Context: an optimization exercise on an open-source flow, tuned for small area, a short achievable clock period and few clock cycles. The choices shown serve that exercise and are no tape-out recipe.
Where RTL was checked, it was by simulation tests only, not by an equivalence proof against the original.
Power figures rest on the tool's default switching activity, not on a simulated workload.

Setup of main:
==> flow/design.v <==
`default_nettype none
module hkre_xlate (
  input  logic [6:0] code_i,
  output logic [7:0] scan_o
);
  localparam logic [1023:0] Table = {
    8'h00, 8'h8A, 8'h00, 8'h00, 8'h00, 8'h00, 8'h00, 8'h00,
    8'h8D, 8'h74, 8'h7C, 8'h7D, 8'hA4, 8'hA3, 8'hA2, 8'hA1,
    8'h83, 8'h82, 8'h81, 8'h80, 8'h7D, 8'h7C, 8'h74, 8'h73,
    8'hF5, 8'h00, 8'hB1, 8'hF7, 8'h94, 8'h92, 8'h9F, 8'h9E,
    8'h9D, 8'h9B, 8'h9A, 8'h99, 8'h98, 8'h97, 8'h96, 8'h95,
    8'h9C, 8'hA4, 8'hA3, 8'hA2, 8'hA1, 8'hAA, 8'hA9, 8'hA7,
    8'hA8, 8'h8F, 8'h8D, 8'h8C, 8'h8E, 8'h8A, 8'h8B, 8'hB0,
    8'h7D, 8'h7C, 8'h72, 8'h71, 8'h68, 8'h67, 8'h66, 8'h65,
    8'h64, 8'h5A, 8'h59, 8'h58, 8'h57, 8'h56, 8'h00, 8'hF3,
    8'hED, 8'hFB, 8'hBF, 8'hE8, 8'hF2, 8'hBF, 8'hF7, 8'hF6,
    8'hFA, 8'hF5, 8'hF9, 8'hD4, 8'hBE, 8'hBC, 8'h71, 8'hBD,
    8'hEF, 8'hEA, 8'hE5, 8'hE0, 8'hDB, 8'hD6, 8'hD0, 8'hCB,
    8'hC5, 8'hC0, 8'hC3, 8'hDC, 8'hC8, 8'hC6, 8'hD3, 8'hE1,
    8'hD7, 8'hC7, 8'hD1, 8'hC1, 8'hF0, 8'hEB, 8'hDE, 8'hE3,
    8'hEC, 8'hE7, 8'hE2, 8'hE6, 8'hDD, 8'hD8, 8'hD2, 8'hCC,
    8'hCD, 8'hCE, 8'hD9, 8'hC2, 8'h00, 8'h00, 8'h00, 8'h00
  };
  assign scan_o = Table[{code_i, 3'b000} +: 8];
endmodule
`default_nettype wire
`default_nettype none
module hid_keyboard_report_to_key_events_core (
  input  logic        clk_i,
  input  logic        rst_ni,
  input  logic        in_valid_i,
  output logic        in_stall_o,
  input  logic [55:0] in_data_i,
  output logic        out_valid_o,
  input  logic        out_stall_i,
  output logic [9:0]  out_data_o
);
  logic [5:0][7:0] pk;       
  logic [5:0][7:0] cur_q;    
  logic [5:0][7:0] held_q;   
  logic            cv_q;     
  logic [1:0]      s_q;      
  logic [5:0]      fp_q;     
  logic [5:0]      fc_q;     
  logic [2:0]      mod_q;    
  logic [1:0]      ph_q;     
  logic [11:0]     km_q;     
  logic [11:0]     low_q;    
  logic            t_v;      
  logic [6:0]      t_key;    
  logic            t_val;    
  logic            t_last;   
  logic            stall_q;
  logic            ov_q;
  logic [9:0]      out_q;
  logic            advance;
  logic            accept;
  logic            step;
  logic            consume;
  logic [2:0]      in_mod;
  logic [5:0]      pz;       
  logic [5:0]      cz;       
  logic [5:0]      e0;       
  logic [5:0]      e1;       
  logic [5:0]      e2;       
  logic [5:0]      fp_n;
  logic [5:0]      fc_n;
  logic [11:0]     km_new;
  logic [11:0]     km_n;
  logic [11:0]     low_n;
  logic [11:0]     rest;
  logic [11:0]     low_k;
  logic [11:0]     low_r;
  logic [11:0]     seen_k;   
  logic [11:0]     seen_r;   
  logic [5:0]      low_cur;  
  logic [6:0]      sel_key;
  logic [7:0]      t_code;
  logic [1:0]      s_n;
  logic [1:0]      ph_n;
  assign advance = !ov_q || !out_stall_i;
  assign accept  = in_valid_i && !stall_q;
  assign step    = in_valid_i && (s_q != 2'd2);
  assign consume = advance && (km_q != '0) && (t_v ? (ph_q == 2'd0) : (ph_q == 2'd3));
  assign in_mod[0] = |(in_data_i[55:48] & 8'h22);
  assign in_mod[1] = |(in_data_i[55:48] & 8'h11);
  assign in_mod[2] = |(in_data_i[55:48] & 8'h44);
  for (genvar i = 0; i < 6; i++) begin : g_slot
    assign pk[i] = in_data_i[47-8*i -: 8];
    assign pz[i] = pk[i][7] || (pk[i][6:2] == 5'h00) || (pk[i][6:0] == 7'h39) ||
                   (pk[i][6:0] == 7'h66) || ((pk[i][6:3] == 4'hF) && (pk[i][2:0] != 3'h6));
    assign cz[i] = cur_q[i][7] || (cur_q[i][6:2] == 5'h00) || (cur_q[i][6:0] == 7'h39) ||
                   (cur_q[i][6:0] == 7'h66) || ((cur_q[i][6:3] == 4'hF) && (cur_q[i][2:0] != 3'h6));
    assign e0[i] = pk[i] == cur_q[i];
    assign e1[i] = pk[i] == cur_q[(i+1)%6];
    assign e2[i] = pk[i] == cur_q[(i+2)%6];
    assign fp_n[i] = (fp_q[i] && s_q != 2'd0) || e0[i] || e1[i] || e2[i];
    assign fc_n[i] = (fc_q[i] && s_q != 2'd0) || e0[i] || e1[(i+5)%6] || e2[(i+4)%6];
    assign km_new[2*i]   = cv_q && !cz[i] && !fc_q[i];
    assign km_new[2*i+1] = !pz[i] && !(cv_q && fp_q[i]);
  end
  always_comb begin
    for (int m = 0; m < 6; m++) begin
      low_cur[m] = (s_q == 2'd1) ? low_q[2*((m+3)%6)+1] : low_q[2*m+1];
    end
    sel_key = '0;
    for (int i = 0; i < 6; i++) begin
      sel_key = sel_key | ({7{low_q[2*i]}} & held_q[i][6:0])
                        | ({7{low_cur[i]}} & cur_q[i][6:0]);
    end
  end
  assign rest = km_q & ~low_q;
  assign km_n = consume ? rest : km_q;
  assign seen_k[0] = 1'b0;
  assign seen_r[0] = 1'b0;
  for (genvar i = 0; i < 12; i++) begin : g_low
    assign low_k[i] = km_q[i] && !seen_k[i];
    assign low_r[i] = rest[i] && !seen_r[i];
    if (i < 11) begin : g_seen
      assign seen_k[i+1] = seen_k[i] || km_q[i];
      assign seen_r[i+1] = seen_r[i] || rest[i];
    end
  end
  assign low_n = consume ? low_r : low_k;
  hkre_xlate u_xlate (.code_i(t_key), .scan_o(t_code));
  assign s_n  = step ? s_q + 2'd1 : s_q;
  assign ph_n = (advance && !t_v && ph_q != 2'd0) ? ph_q + 2'd1 : ph_q;
  always_ff @(posedge clk_i or negedge rst_ni) begin
    if (!rst_ni) begin
      cv_q    <= 1'b0;
      s_q     <= 2'd0;
      stall_q <= 1'b0;
      ph_q    <= 2'd0;
      km_q    <= '0;
      t_v     <= 1'b0;
      ov_q    <= 1'b0;
    end else begin
      if (accept) begin
        cv_q    <= 1'b1;
        s_q     <= 2'd0;
        stall_q <= 1'b1;
        km_q    <= km_new;
        ph_q    <= (advance && !t_v) ? 2'd2 : 2'd1;
      end else begin
        s_q     <= s_n;
        stall_q <= !((ph_n == 2'd0) && ((consume ? rest : km_q) == '0) && (!cv_q || s_n == 2'd2));
        km_q    <= km_n;
        ph_q    <= ph_n;
      end
      if (advance) begin
        ov_q <= (ph_q != 2'd0) || t_v || accept;
        t_v  <= consume;
      end
    end
  end
  always_ff @(posedge clk_i) begin
    if (accept) begin
      cur_q <= pk;
      mod_q <= in_mod;
    end else if (step) begin
      fp_q  <= fp_n;
      fc_q  <= {fc_n[2:0], fc_n[5:3]};
      cur_q <= {cur_q[2:0], cur_q[5:3]};
    end
    if (!stall_q) held_q <= cur_q;
    low_q <= low_n;
    if (consume) begin
      t_key  <= sel_key;
      t_val  <= |(low_q & 12'b1010_1010_1010);
      t_last <= rest == '0;
    end
    if (advance) begin
      if (t_v) begin
        out_q <= {t_code, t_val, t_last};
      end else begin
        case (ph_q)
          2'd1:    out_q <= {8'hAE, mod_q[0], 1'b0};
          2'd2:    out_q <= {8'hAF, mod_q[1], 1'b0};
          2'd3:    out_q <= {8'hB1, mod_q[2], km_q == '0};
          default: out_q <= {8'hAE, in_mod[0], 1'b0};
        endcase
      end
    end
  end
  assign in_stall_o  = stall_q;
  assign out_valid_o = ov_q;
  assign out_data_o  = out_q;
endmodule
`default_nettype wire
Settings: LEC_CHECK=0, ABC_AREA=1, ABC_CLOCK_PERIOD_IN_PS=2300, CAP_MARGIN=20, CORE_MARGIN=2, CORE_UTILIZATION=40, SETUP_SLACK_MARGIN=2.7, SLEW_MARGIN=20; clock period 5.0 ns.
run.sh (not shown) runs the stock make flow with config.mk's settings and CLKGATE_MAP_FILE= SYNTH_SCRIPT=/design/flow/synth_recipe.tcl, a recipe that flattens the netlist after the stock synthesis.
## Diff of input files: the feature branch against main
--- a/flow/design.v
+++ b/flow/design.v
@@ -34,12 +34,12 @@
   output logic        out_valid_o,
   input  logic        out_stall_i,
   output logic [9:0]  out_data_o
 );
   logic [5:0][7:0] pk;       
-  logic [5:0][7:0] cur_q;    
-  logic [5:0][7:0] held_q;   
+  logic [5:0][6:0] cur_q;    
+  logic [5:0][6:0] held_q;   
   logic            cv_q;     
   logic [1:0]      s_q;      
   logic [5:0]      fp_q;     
   logic [5:0]      fc_q;     
   logic [2:0]      mod_q;    
@@ -57,10 +57,11 @@
   logic            accept;
   logic            step;
   logic            consume;
   logic [2:0]      in_mod;
   logic [5:0]      pz;       
+  logic [5:0][6:0] pkc;      
   logic [5:0]      cz;       
   logic [5:0]      e0;       
   logic [5:0]      e1;       
   logic [5:0]      e2;       
   logic [5:0]      fp_n;
@@ -87,15 +88,15 @@
   assign in_mod[2] = |(in_data_i[55:48] & 8'h44);
   for (genvar i = 0; i < 6; i++) begin : g_slot
     assign pk[i] = in_data_i[47-8*i -: 8];
     assign pz[i] = pk[i][7] || (pk[i][6:2] == 5'h00) || (pk[i][6:0] == 7'h39) ||
                    (pk[i][6:0] == 7'h66) || ((pk[i][6:3] == 4'hF) && (pk[i][2:0] != 3'h6));
-    assign cz[i] = cur_q[i][7] || (cur_q[i][6:2] == 5'h00) || (cur_q[i][6:0] == 7'h39) ||
-                   (cur_q[i][6:0] == 7'h66) || ((cur_q[i][6:3] == 4'hF) && (cur_q[i][2:0] != 3'h6));
-    assign e0[i] = pk[i] == cur_q[i];
-    assign e1[i] = pk[i] == cur_q[(i+1)%6];
-    assign e2[i] = pk[i] == cur_q[(i+2)%6];
+    assign pkc[i] = pz[i] ? 7'h00 : pk[i][6:0];
+    assign cz[i] = cur_q[i] == 7'h00;
+    assign e0[i] = !pk[i][7] && (pk[i][6:0] == cur_q[i]);
+    assign e1[i] = !pk[i][7] && (pk[i][6:0] == cur_q[(i+1)%6]);
+    assign e2[i] = !pk[i][7] && (pk[i][6:0] == cur_q[(i+2)%6]);
     assign fp_n[i] = (fp_q[i] && s_q != 2'd0) || e0[i] || e1[i] || e2[i];
     assign fc_n[i] = (fc_q[i] && s_q != 2'd0) || e0[i] || e1[(i+5)%6] || e2[(i+4)%6];
     assign km_new[2*i]   = cv_q && !cz[i] && !fc_q[i];
     assign km_new[2*i+1] = !pz[i] && !(cv_q && fp_q[i]);
   end
@@ -103,12 +104,12 @@
     for (int m = 0; m < 6; m++) begin
       low_cur[m] = (s_q == 2'd1) ? low_q[2*((m+3)%6)+1] : low_q[2*m+1];
     end
     sel_key = '0;
     for (int i = 0; i < 6; i++) begin
-      sel_key = sel_key | ({7{low_q[2*i]}} & held_q[i][6:0])
-                        | ({7{low_cur[i]}} & cur_q[i][6:0]);
+      sel_key = sel_key | ({7{low_q[2*i]}} & held_q[i])
+                        | ({7{low_cur[i]}} & cur_q[i]);
     end
   end
   assign rest = km_q & ~low_q;
   assign km_n = consume ? rest : km_q;
   assign seen_k[0] = 1'b0;
@@ -153,17 +154,17 @@
       end
     end
   end
   always_ff @(posedge clk_i) begin
     if (accept) begin
-      cur_q <= pk;
+      cur_q <= pkc;
       mod_q <= in_mod;
     end else if (step) begin
-      fp_q  <= fp_n;
       fc_q  <= {fc_n[2:0], fc_n[5:3]};
       cur_q <= {cur_q[2:0], cur_q[5:3]};
     end
+    fp_q <= fp_n;
     if (!stall_q) held_q <= cur_q;
     low_q <= low_n;
     if (consume) begin
       t_key  <= sel_key;
       t_val  <= |(low_q & 12'b1010_1010_1010);
==> run notes <==
Looking at the reports, the feature branch completed the entire flow and the layout it produced met the timing, design-rule and antenna checks.
The feature branch against main: portion of total power attributed to the clock network lost 1.4 points, proportion of synthesized chip area in sequential cells picked up an extra 0.58 points.
Of the two candidates, main has the worse final critical-path required period and the feature branch the better one.
Compared to main, the feature branch has worst setup slack 33 ps higher.
Met3 wirelength from detailed routing (the feature branch vs. main) decreases by a few percent
Critical path arrival (lower): main
The feature branch: area fraction in compound gates after synthesis higher than main
Of main and the feature branch, the run reporting the higher count of cells resized by post-cts repair was the feature branch.
Number of flops mapped to enable cells by yosys (the feature branch / main): 0.903
Power: the feature branch draws more than main
Relative to main, global-route usage has increased by 2.3 points in the feature branch.
Delta (the feature branch minus main): critical path depth increased by 2 relative to the old numbers; number of unique standard cell types used by synthesis has increased; wire length about even.
Testbench counts of the feature branch, summed over its fixed seeds: cycles 13,752.
Function not checked in main: the RTL went through the layout flow alone.

[afterwards: timing with drivers on the ports]
How much do the figures lean on ideal ports? The routed layouts below were timed once more, with nothing changed but the port constraints. Step 1: set_driving_cell puts a clkbuf_16 on clk_i and a buf_2 on each other input, an assumption about the parent block. Step 2, shift: input delay + t, output delay - t, t = (earliest + latest rising clock arrival at the registers) / 2. This alone moves slack from input paths to output paths. Slacks: ideal / step 1 / step 2; pairs: ideal / step 1.
| run | shift t [ns] | setup WS [ns] | hold slack, ns |
|---|---|---|---|
| main | 0.488 | 2.673 / 2.697 / 2.209 | 0.515 / 0.494 / 0.535 |
| the feature branch | 0.478 | 2.706 / 2.728 / 2.249 | 0.471 / 0.471 / 0.471 |
After both steps setup and hold are still met in every run listed. For main, which loses most, drivers alone change the setup slack by +0.024 ns; drivers and shift together by -0.464 ns.
